This is an optimization exercise on Yosys and OpenROAD, whose aim is small area and a short achievable clock period, not a production implementation.
Function was checked by simulation only, so behaviour that the tests miss may differ from the original.
The clock input has no modelled driver; a real chip could not lean on it and would need a root buffer or a full tree.
Power figures rest on the tool's default switching activity, not on a simulated workload.

lane 3:
## wb_trace_fifo
module wb_trace_fifo #(
  parameter int XLEN  = 32,
  parameter int DEPTH = 16,
  parameter int CNT_W = 32
) (
  input  logic                     clk,
  input  logic                     rst_n,
  input  logic                     wb_have_inst,
  input  logic [XLEN-1:0]          wb_pc,
  input  logic                     wb_ena,
  input  logic [4:0]               wb_reg,
  input  logic [XLEN-1:0]          wb_value,
  input  logic [1:0]               trace_mode,
  input  logic                     flush,
  input  logic                     clr_ovf,
  output logic                     out_valid,
  input  logic                     out_ready,
  output logic [CNT_W-1:0]         out_seq,
  output logic [XLEN-1:0]          out_pc,
  output logic                     out_ena,
  output logic [4:0]               out_reg,
  output logic [XLEN-1:0]          out_value,
  output logic [$clog2(DEPTH):0]   level,
  output logic                     overflow,
  output logic [CNT_W-1:0]         drop_cnt,
  output logic [CNT_W-1:0]         retired
);
Settings: LEC_CHECK=0, CAP_MARGIN=20, CORE_MARGIN=2, CORE_UTILIZATION=60, CTS_CLUSTER_DIAMETER=100, CTS_CLUSTER_SIZE=25, PLACE_DENSITY=0.7, SETUP_SLACK_MARGIN=2.4, SLEW_MARGIN=20, SYNTH_HIERARCHICAL=1, SYNTH_MINIMUM_KEEP_SIZE=0; clock period 4.5 ns.
standard.sh (not shown) runs the stock make flow with config.mk's settings and CLKGATE_MAP_FILE= SYNTH_SCRIPT=/design/flow/synth_recipe.tcl, a recipe that flattens the netlist after the stock synthesis.
==> flow/flow/run.sh <==
#!/bin/bash
# Own layout flow: the standard ORFS flow, with two changes:
#  - the clock tree is built by flow/mycts.tcl (a two-level balanced tree:
#    the clock port drives 4 root buffers, each root drives a group of leaf
#    buffers, each leaf drives a cluster of ~26 nearby flip-flops) instead of
#    TritonCTS's three-level tree;
#  - ports are buffered with sky130_fd_sc_hd__buf_2 (timing repair resizes
#    them as needed) instead of the delay cell buffer_ports picks by default.
# Synthesis is the standard synthesis, unchanged.
set -euo pipefail
work=$(pwd)
export PRE_CTS_TCL="$work/flow/mycts.tcl"
export MYCTS_CSIZE=26
export MYCTS_NROOT=4
export BUFFER_PORTS_ARGS="-buffer_cell sky130_fd_sc_hd__buf_2"
bash standard.sh synth > "$work/synth.log" 2>&1
bash standard.sh finish > "$work/layout.log" 2>&1
Other scripts of this flow, unchanged in this note and not shown: flow/flow/mycts.tcl
Lane 3 completed; timing, DRC and antenna clean
Edits applied to the flow inputs when going from lane 3 to lane 5:
- a change of SETUP_SLACK_MARGIN from 2.4 to 2.3
## What came out
Taking lane 3 as the reference point, the net count reported at finish of lane 5 falls by 1.3%.
Status: tapcell count parity (lane 5, lane 3)
Delta (lane 5 minus lane 3): clock power share went up; routed length on met1 dropped 0.78%.
No run of this note takes its clock network from TritonCTS; it comes from the design's own scripts or RTL.

========
Another version of the RTL of wb_trace_fifo (not shown whole).
Size: ~3700 cells after synthesis, roughly 1700 flip-flops, ~250 I/O pins, about 63000 um2 of cells after synthesis.
==> flow/design.v (excerpt) <==
module wb_trace_fifo #(
  parameter int XLEN  = 32,
  parameter int DEPTH = 16,
  parameter int CNT_W = 32
) (
  input  logic                     clk,
  input  logic                     rst_n,
  input  logic                     wb_have_inst,
  input  logic [XLEN-1:0]          wb_pc,
  input  logic                     wb_ena,
  input  logic [4:0]               wb_reg,
  input  logic [XLEN-1:0]          wb_value,
  input  logic [1:0]               trace_mode,
  input  logic                     flush,
  input  logic                     clr_ovf,
  output logic                     out_valid,
  input  logic                     out_ready,
  output logic [CNT_W-1:0]         out_seq,
  output logic [XLEN-1:0]          out_pc,
  output logic                     out_ena,
  output logic [4:0]               out_reg,
  output logic [XLEN-1:0]          out_value,
  output logic [$clog2(DEPTH):0]   level,
  output logic                     overflow,
  output logic [CNT_W-1:0]         drop_cnt,
  output logic [CNT_W-1:0]         retired
);
export LEC_CHECK = 0
export CAP_MARGIN = 20
export CORE_MARGIN = 2
export CORE_UTILIZATION = 60
export PLACE_DENSITY = 0.7
export SETUP_SLACK_MARGIN = 2.5
export SLEW_MARGIN = 20
create_clock -name core_clock -period 4.5 [get_ports {clk}]
run.sh (not shown) runs the stock make flow with config.mk's settings and CLKGATE_MAP_FILE= SYNTH_SCRIPT=/design/flow/synth_recipe.tcl, a recipe that flattens the netlist after the stock synthesis.
Stock flow here: none of the scripts above is used.
Next try:
Settings changed: CORE_UTILIZATION 60 to 40, PLACE_DENSITY 0.7 to not set, SETUP_SLACK_MARGIN 2.5 to not set.
Result: Total power rose by 1.5%; count of clock-buffer cells in the layout fell by 11; wire length fell by 7.1%; sequential share of layout area rose by 1.4 points; sequential cell count does not change; hold slack gets better by 0.10 ns; combinational power fell by 22%; register-to-register slack gets worse by 0.59 ns; cell count rose by 7.9%.

========
Starting RTL as in the previous note.
==> flow/config.mk <==
export PLATFORM = sky130hd
export DESIGN_NAME = wb_trace_fifo
export DESIGN_NICKNAME = wb_trace_fifo
export VERILOG_FILES = /design/flow/design.v
export SDC_FILE = /design/flow/constraint.sdc
export NUM_CORES = 4
export LEC_CHECK = 0
export ABC_CLOCK_PERIOD_IN_PS = 2000
export CAP_MARGIN = 20
export CORE_MARGIN = 2
export CORE_UTILIZATION = 40
export SETUP_SLACK_MARGIN = 2.0
export SLEW_MARGIN = 20
==> flow/constraint.sdc <==
create_clock -name core_clock -period 4.5 [get_ports {clk}]
set_input_delay 0.9000 -clock core_clock [delete_from_list [all_inputs] [get_ports {clk}]]
set_output_delay 0.9000 -clock core_clock [all_outputs]
set_load 0.01 [all_outputs]
The starting point finished clean.
Next try:
Settings changed: ABC_CLOCK_PERIOD_IN_PS 2000 to unset.
What happened: Via count stays the same; hold slack stays the same; non-clock buffer count does not change.

static timing again, ports no longer ideal:
No port has a modelled driver above. Below, the same layouts with a new extraction and two added sets of constraints.
Step 1, drivers: a clkbuf_16 drives clk and a buf_2 each remaining input, both assumed.
Step 2, shift: input delay + t, output delay - t, t = (earliest + latest rising clock arrival at the registers) / 2. This alone moves slack from input paths to output paths.
a / b / c = ideal / step 1 / step 2; a / b = the first two.
run | t (ns) | setup slack, ns | hold slack, ns | latest minus earliest clock arrival (ns) | worst data-port slew with drivers (ns)
lane 3 | 0.682 | 2.285 / 2.165 / 1.876 | 0.305 / 0.225 / 0.481 | 0.034 / 0.033 | 0.11
lane 5 | 0.678 | 2.245 / 2.155 / 1.821 | 0.317 / 0.242 / 0.481 | 0.036 / 0.035 | 0.13
the first run of note 2 | 0.855 | 2.148 / 2.066 / 1.595 | 0.039 / -0.019 / 0.521 | 0.030 / 0.030 | 0.17
the second run of note 2 | 0.878 | 1.075 / 0.999 / 0.637 | 0.140 / 0.089 / 0.522 | 0.028 / 0.028 | 0.12
the first run of note 3 | 0.893 | 1.889 / 1.804 / 1.115 | 0.229 / 0.172 / 0.520 | 0.027 / 0.027 | 0.20
the second run of note 3 | 0.893 | 1.889 / 1.804 / 1.115 | 0.229 / 0.172 / 0.520 | 0.027 / 0.027 | 0.20
After both steps setup and hold are still met in every run listed.
